Background: an optimization exercise with open tools, aiming at a short achievable clock period and few clock cycles. Do not read the settings as production practice. The RTL was checked by simulation tests, not by an equivalence proof against the original design.

==> v25: inputs <==
==> flow/design.v <==
`timescale 1ns/10ps
module wr_port_buf (
    input  logic         i_clk,
    input  logic         i_reset,
    input  logic         i_start,
    input  logic [7:0]   i_addr,
    input  logic [4:0]   i_len,
    input  logic         i_valid,
    output logic         o_busy,
    output logic [255:0] o_we       
);
    logic       busy;
    logic [7:0] ptr;      
    logic [4:0] left;     
    logic       take;
    logic       push;
    assign take   = !busy && i_start && (i_len != '0);
    assign push   = busy && i_valid && !i_reset;
    assign o_busy = busy;
    always_comb begin
        for (int r = 0; r < 256; r++) o_we[r] = push && (ptr == 8'(r));
    end
    always_ff @(posedge i_clk) begin
        if (i_reset) busy <= 1'b0;
        else         busy <= take || (busy && !(i_valid && left == 5'd1));
    end
    always_ff @(posedge i_clk) begin
        if (take) begin
            ptr  <= i_addr;
            left <= i_len;
        end else if (push) begin
            ptr  <= ptr + 1'b1;
            left <= left - 1'b1;
        end
    end
endmodule
`timescale 1ns/10ps
module rd_port_buf (
    input  logic                i_clk,
    input  logic                i_reset,
    input  logic                i_start,
    input  logic [7:0]          i_addr,
    input  logic [4:0]          i_len,
    input  logic                i_credit,
    input  logic [255:0][15:0]  i_mem,
    output logic                o_valid,
    output logic [15:0]         o_data,
    output logic                o_busy
);
    logic         busy;
    logic [4:0]   left;       
    logic [4:0]   bal;        
    logic [255:0] sel;        
    logic [255:0] dec;        
    logic [255:0] rsel;       
    logic [15:0]  rword;
    logic         take;
    logic         last;
    logic         bal_ok;     
    assign take    = !busy && i_start && (i_len != '0);
    assign last    = o_valid && (left == 5'd1);
    assign o_busy  = busy;
    always_comb begin
        for (int r = 0; r < 256; r++) dec[r] = (i_addr == 8'(r));
    end
    assign rsel = !busy ? dec : o_valid ? sel : {sel[0], sel[255:1]};
    always_comb begin
        rword = '0;
        for (int r = 0; r < 256; r++) rword |= {16{rsel[r]}} & i_mem[r];
    end
    always_comb begin
        case (bal)
            5'd0:    bal_ok = i_credit;
            5'd1:    bal_ok = i_credit || !o_valid;
            default: bal_ok = 1'b1;
        endcase
    end
    always_ff @(posedge i_clk) begin
        if (i_reset) begin
            busy    <= 1'b0;
            o_valid <= 1'b0;
            bal     <= '0;
        end else begin
            case ({i_credit, o_valid})
                2'b10:   if (bal != '1) bal <= bal + 1'b1;
                2'b01:   bal <= bal - 1'b1;
                default: ;
            endcase
            busy    <= take || (busy && !last);
            o_valid <= (take || (busy && !last)) && bal_ok;
        end
    end
    always_ff @(posedge i_clk) begin
        if (take) left <= i_len;
        else if (o_valid) left <= left - 1'b1;
        sel    <= {rsel[254:0], rsel[255]};
        o_data <= rword;
    end
endmodule
`timescale 1ns/10ps
module rr_arbiter (
    input  logic [255:0]       i_wr0_we,
    input  logic [15:0]        i_wr0_wdata,
    input  logic [255:0]       i_wr1_we,
    input  logic [15:0]        i_wr1_wdata,
    output logic [255:0]       o_row_we,
    output logic [255:0][15:0] o_row_wdata
);
    always_comb begin
        for (int r = 0; r < 256; r++) begin
            o_row_we[r]    = i_wr0_we[r] | i_wr1_we[r];
            o_row_wdata[r] = i_wr1_we[r] ? i_wr1_wdata : i_wr0_wdata;
        end
    end
endmodule
`timescale 1ns/10ps
module burst_engine (
    input  logic                i_clk,
    input  logic [255:0]        i_row_we,
    input  logic [255:0][15:0]  i_row_wdata,
    output logic [255:0][15:0]  o_mem
);
    for (genvar r = 0; r < 256; r++) begin : g_row
        logic [15:0] q;
        always_ff @(posedge i_clk) begin
            if (i_row_we[r]) q <= i_row_wdata[r];
        end
        assign o_mem[r] = q;
    end
endmodule
`timescale 1ns/10ps
module sdram_port_arb #(
    parameter int FIFO_DEPTH = 16
) (
    input  logic        i_clk,
    input  logic        i_reset,
    input  logic        i_wr0_start,
    input  logic [7:0]  i_wr0_addr,
    input  logic [4:0]  i_wr0_len,
    input  logic        i_wr0_valid,
    input  logic [15:0] i_wr0_data,
    output logic        o_wr0_busy,
    input  logic        i_wr1_start,
    input  logic [7:0]  i_wr1_addr,
    input  logic [4:0]  i_wr1_len,
    input  logic        i_wr1_valid,
    input  logic [15:0] i_wr1_data,
    output logic        o_wr1_busy,
    input  logic        i_rd0_start,
    input  logic [7:0]  i_rd0_addr,
    input  logic [4:0]  i_rd0_len,
    input  logic        i_rd0_credit,
    output logic        o_rd0_valid,
    output logic [15:0] o_rd0_data,
    output logic        o_rd0_busy,
    input  logic        i_rd1_start,
    input  logic [7:0]  i_rd1_addr,
    input  logic [4:0]  i_rd1_len,
    input  logic        i_rd1_credit,
    output logic        o_rd1_valid,
    output logic [15:0] o_rd1_data,
    output logic        o_rd1_busy
);
    logic [255:0]        wr0_we, wr1_we;      
    logic [255:0]        row_we;
    logic [255:0][15:0]  row_wd;
    logic [255:0][15:0]  mem_q;
    wr_port_buf u_wr0 (
        .i_clk, .i_reset, .i_start(i_wr0_start), .i_addr(i_wr0_addr), .i_len(i_wr0_len),
        .i_valid(i_wr0_valid), .o_busy(o_wr0_busy), .o_we(wr0_we)
    );
    wr_port_buf u_wr1 (
        .i_clk, .i_reset, .i_start(i_wr1_start), .i_addr(i_wr1_addr), .i_len(i_wr1_len),
        .i_valid(i_wr1_valid), .o_busy(o_wr1_busy), .o_we(wr1_we)
    );
    rr_arbiter u_arb (
        .i_wr0_we(wr0_we), .i_wr0_wdata(i_wr0_data),
        .i_wr1_we(wr1_we), .i_wr1_wdata(i_wr1_data),
        .o_row_we(row_we), .o_row_wdata(row_wd)
    );
    burst_engine u_mem (
        .i_clk, .i_row_we(row_we), .i_row_wdata(row_wd), .o_mem(mem_q)
    );
    rd_port_buf u_rd0 (
        .i_clk, .i_reset, .i_start(i_rd0_start), .i_addr(i_rd0_addr), .i_len(i_rd0_len),
        .i_credit(i_rd0_credit), .i_mem(mem_q),
        .o_valid(o_rd0_valid), .o_data(o_rd0_data), .o_busy(o_rd0_busy)
    );
    rd_port_buf u_rd1 (
        .i_clk, .i_reset, .i_start(i_rd1_start), .i_addr(i_rd1_addr), .i_len(i_rd1_len),
        .i_credit(i_rd1_credit), .i_mem(mem_q),
        .o_valid(o_rd1_valid), .o_data(o_rd1_data), .o_busy(o_rd1_busy)
    );
endmodule
==> flow/run.sh <==
#!/bin/bash
# synth_recipe.tcl (not shown) runs the flow's synth.tcl, then flattens the netlist and writes it again
# the make line also repeats each setting of config.mk as NAME=value (left out here)
make -C /OpenROAD-flow-scripts/flow DESIGN_CONFIG=/design/flow/config.mk WORK_HOME=/design/flow/orfs CLKGATE_MAP_FILE= SYNTH_SCRIPT=/design/flow/synth_recipe.tcl finish
==> flow/config.mk <==
export PLATFORM = sky130hd
export DESIGN_NAME = sdram_port_arb
export DESIGN_NICKNAME = sdram_port_arb
export VERILOG_FILES = /design/flow/design.v
export SDC_FILE = /design/flow/constraint.sdc
export NUM_CORES = 4
export LEC_CHECK = 0
export CAP_MARGIN = 20
export CORE_MARGIN = 2
export CORE_UTILIZATION = 45
export PLACE_DENSITY = 0.5
export SETUP_SLACK_MARGIN = 2.5
export SLEW_MARGIN = 20
export SYNTH_MEMORY_MAX_BITS = 8192
==> flow/constraint.sdc <==
create_clock -name core_clock -period 5.0 [get_ports {i_clk}]
set_input_delay 1.0000 -clock core_clock [delete_from_list [all_inputs] [get_ports {i_clk}]]
set_output_delay 1.0000 -clock core_clock [all_outputs]
set_load 0.01 [all_outputs]
==> v27 (differences from v25) <==
--- a/flow/design.v
+++ b/flow/design.v
@@ -11,16 +11,33 @@
 );
-    logic       busy;
-    logic [7:0] ptr;      
-    logic [4:0] left;     
-    logic       take;
-    logic       push;
+    logic        busy;
+    logic        busy_out;   
+    logic [15:0] lo_p;       
+    logic [15:0] hi_p;       
+    logic [4:0]  left;       
+    logic [15:0] lo_in;
+    logic [15:0] hi_in;
+    logic [15:0] we_hi;
+    logic        take;
+    logic        push;
+    logic        done;
     assign take   = !busy && i_start && (i_len != '0);
     assign push   = busy && i_valid && !i_reset;
-    assign o_busy = busy;
-    always_comb begin
-        for (int r = 0; r < 256; r++) o_we[r] = push && (ptr == 8'(r));
-    end
-    always_ff @(posedge i_clk) begin
-        if (i_reset) busy <= 1'b0;
-        else         busy <= take || (busy && !(i_valid && left == 5'd1));
+    assign done   = i_valid && (left == 5'd1);
+    assign o_busy = busy_out;
+    always_comb begin
+        for (int i = 0; i < 16; i++) begin
+            lo_in[i] = (i_addr[3:0] == 4'(i));
+            hi_in[i] = (i_addr[7:4] == 4'(i));
+            we_hi[i] = push && hi_p[i];
+        end
+        for (int r = 0; r < 256; r++) o_we[r] = we_hi[r / 16] && lo_p[r % 16];
+    end
+    always_ff @(posedge i_clk) begin
+        if (i_reset) begin
+            busy     <= 1'b0;
+            busy_out <= 1'b0;
+        end else begin
+            busy     <= take || (busy && !done);
+            busy_out <= take || (busy_out && !done);
+        end
     end
@@ -28,6 +45,8 @@
         if (take) begin
-            ptr  <= i_addr;
+            lo_p <= lo_in;
+            hi_p <= hi_in;
             left <= i_len;
         end else if (push) begin
-            ptr  <= ptr + 1'b1;
+            lo_p <= {lo_p[14:0], lo_p[15]};
+            if (lo_p[15]) hi_p <= {hi_p[14:0], hi_p[15]};
             left <= left - 1'b1;
@@ -49,22 +68,64 @@
 );
-    logic         busy;
-    logic [4:0]   left;       
-    logic [4:0]   bal;        
-    logic [255:0] sel;        
-    logic [255:0] dec;        
-    logic [255:0] rsel;       
-    logic [15:0]  rword;
-    logic         take;
-    logic         last;
-    logic         bal_ok;     
+    logic              busy;
+    logic              busy_out;   
+    logic              valid_out;
+    logic              valid_int;  
+    logic              bz0;
+    logic              full;       
+    logic [4:0]        left;       
+    logic [4:0]        bal;        
+    logic              grp_lo15;   
+    logic [15:0][15:0] grp;        
+    logic [15:0]       grp_hi;     
+    logic [15:0]       shadow;     
+    logic [15:0]       lo_in;
+    logic [15:0]       hi_in;
+    logic [15:0]       lo_sel;     
+    logic [15:0]       hi_sel;
+    logic [15:0][15:0] pick;
+    logic [15:0]       word;
+    logic              take;
+    logic              adv;
+    logic              last;
+    logic              bal_ok;     
+    logic              full_nx;
+    logic              valid_nx;
     assign take    = !busy && i_start && (i_len != '0);
-    assign last    = o_valid && (left == 5'd1);
-    assign o_busy  = busy;
-    always_comb begin
-        for (int r = 0; r < 256; r++) dec[r] = (i_addr == 8'(r));
-    end
-    assign rsel = !busy ? dec : o_valid ? sel : {sel[0], sel[255:1]};
-    always_comb begin
-        rword = '0;
-        for (int r = 0; r < 256; r++) rword |= {16{rsel[r]}} & i_mem[r];
+    assign adv     = busy && (!full || valid_int);
+    assign last    = valid_int && (left == 5'd1);
+    assign o_busy  = busy_out;
+    assign o_valid = valid_out;
+    always_comb begin
+        for (int i = 0; i < 16; i++) begin
+            lo_in[i] = (i_addr[3:0] == 4'(i));
+            hi_in[i] = (i_addr[7:4] == 4'(i));
+        end
+    end
+    assign hi_sel = !busy ? hi_in : (adv && grp_lo15) ? {grp_hi[14:0], grp_hi[15]} : grp_hi;
+    for (genvar h = 0; h < 16; h++) begin : g_grp
+        logic        bz;           
+        logic [15:0] lc;           
+        logic [15:0] ls;
+        logic        ad;
+        assign ad = !full || valid_int;
+        assign ls = !bz ? lo_in : ad ? {lc[14:0], lc[15]} : lc;
+        always_comb begin
+            pick[h] = '0;
+            for (int l = 0; l < 16; l++) pick[h] |= {16{ls[l]}} & i_mem[h * 16 + l];
+        end
+        always_ff @(posedge i_clk) begin
+            if (i_reset) bz <= 1'b0;
+            else         bz <= take || (bz && !last);
+            lc     <= ls;
+            grp[h] <= pick[h];
+        end
+        if (h == 0) begin : g_ls
+            assign grp_lo15 = lc[15];
+            assign lo_sel = ls;
+            assign bz0    = bz;
+        end
+    end
+    always_comb begin
+        word = '0;
+        for (int h = 0; h < 16; h++) word |= {16{grp_hi[h]}} & grp[h];
     end
@@ -73,3 +134,3 @@
             5'd0:    bal_ok = i_credit;
-            5'd1:    bal_ok = i_credit || !o_valid;
+            5'd1:    bal_ok = i_credit || !valid_int;
             default: bal_ok = 1'b1;
@@ -77,9 +138,14 @@
     end
+    assign full_nx  = busy && !last && (full || adv);
+    assign valid_nx = !i_reset && full_nx && bal_ok;
     always_ff @(posedge i_clk) begin
         if (i_reset) begin
-            busy    <= 1'b0;
-            o_valid <= 1'b0;
-            bal     <= '0;
+            busy      <= 1'b0;
+            busy_out  <= 1'b0;
+            full      <= 1'b0;
+            valid_int <= 1'b0;
+            valid_out <= 1'b0;
+            bal       <= '0;
         end else begin
-            case ({i_credit, o_valid})
+            case ({i_credit, valid_int})
                 2'b10:   if (bal != '1) bal <= bal + 1'b1;
@@ -88,4 +154,7 @@
             endcase
-            busy    <= take || (busy && !last);
-            o_valid <= (take || (busy && !last)) && bal_ok;
+            busy      <= take || (busy && !last);
+            busy_out  <= take || (busy_out && !last);
+            full      <= full_nx;
+            valid_int <= valid_nx;
+            valid_out <= bz0 && !last && bal_ok;
         end
@@ -94,5 +163,6 @@
         if (take) left <= i_len;
-        else if (o_valid) left <= left - 1'b1;
-        sel    <= {rsel[254:0], rsel[255]};
-        o_data <= rword;
+        else if (valid_int) left <= left - 1'b1;
+        grp_hi <= hi_sel;
+        if (adv) shadow <= word;
+        o_data <= valid_nx ? (adv ? word : shadow) : '0;
     end
CAP_MARGIN = 40   (was 20)
CORE_UTILIZATION = 40   (was 45)
SLEW_MARGIN = 50   (was 20)
==> comparison table <==
Status: v25 stopped before the end; v27 finished clean
Failing step: v25 global routing; v27 -
Placer's final routability congestion estimate: v25 1.67; v27 1.04
Minimum setup slack after placement: v25 -1240 ps; v27 328 ps
Yosys cell types: v25 82; v27 71
Number of instances in the synthesized netlist: v25 21566; v27 20729
Synth Area in Compound Gates: v25 18.7%; v27 16.6%
Number of cells in the design after placement: v25 30632; v27 28817
Postcts setup bufs: v25 151; v27 1069
Area of placed instances: v25 0.325 mm2; v27 0.296 mm2
Flops & latches, synth: v25 4692; v27 5356
Fraction of the mapped netlist area in simple logic gates: v25 6.71%; v27 6.95%
Arithmetic-cell share of the synthesized area counting full adders, half adders and majority gates: v25 0.123%; v27 0.0832%
Num Clock Sinks: v25 4692; v27 5356
PostCTS Resize Cnt: v25 519; v27 2552
Starting density of the core: v25 45.1%; v27 40.1%
Die boundary height: v25 770 um; v27 826 um
Post-Syn Nets: v25 21686; v27 20841
Portion of the post-synthesis area used by sequential elements: v25 51.3%; v27 55.2%
Post-synth EDFFs: v25 4132; v27 4212
Cell row count: v25 281; v27 302
Post-Synthesis Cell Area: v25 0.264 mm2; v27 0.271 mm2
Clock buffer count from CTS: v25 553; v27 637
Xor and xnor area share after synthesis: v25 0.0996%; v27 0.0550%
Horizontal die dimension: v25 770 um; v27 826 um
Sum of net half-perimeters after detailed placement: v25 2390 mm; v27 1050 mm
Multiplexer share of the synthesized area: v25 19.5%; v27 17.1%
Yosys top cell area share: v25 47.0%; v27 46.8%
Testbench counts of v25, summed over its fixed seeds: cycles 10,366.
Testbench counts of v27, summed over its fixed seeds: cycles 10,867.

[separate check: timing with driven ports]
How much do the figures lean on ideal ports? The routed layout below was timed once more, with nothing changed but the port constraints.
Step 1, drivers: a clkbuf_16 drives i_clk and a buf_2 each remaining input, both assumed.
Step 2 also shifts input and output timing later by t, the mid clock arrival at the registers, as if the neighbouring blocks saw the same clock.
a / b / c = no drivers / after step 1 / after step 2; a / b = the first two.
run: v27
shift t [ns]: 1.290
setup slack, ns: 1.883 / 1.883 / 0.824
hold slack, ns: 0.306 / 0.215 / 0.470
clock arrival spread, ns: 0.061 / 0.061
slew at the worst register clock pin (ns): 0.07 / 0.07
After both steps v27 still meets setup and hold. The setup slack of v27 moves by 0.000 ns with the drivers and by -1.059 ns with both steps.
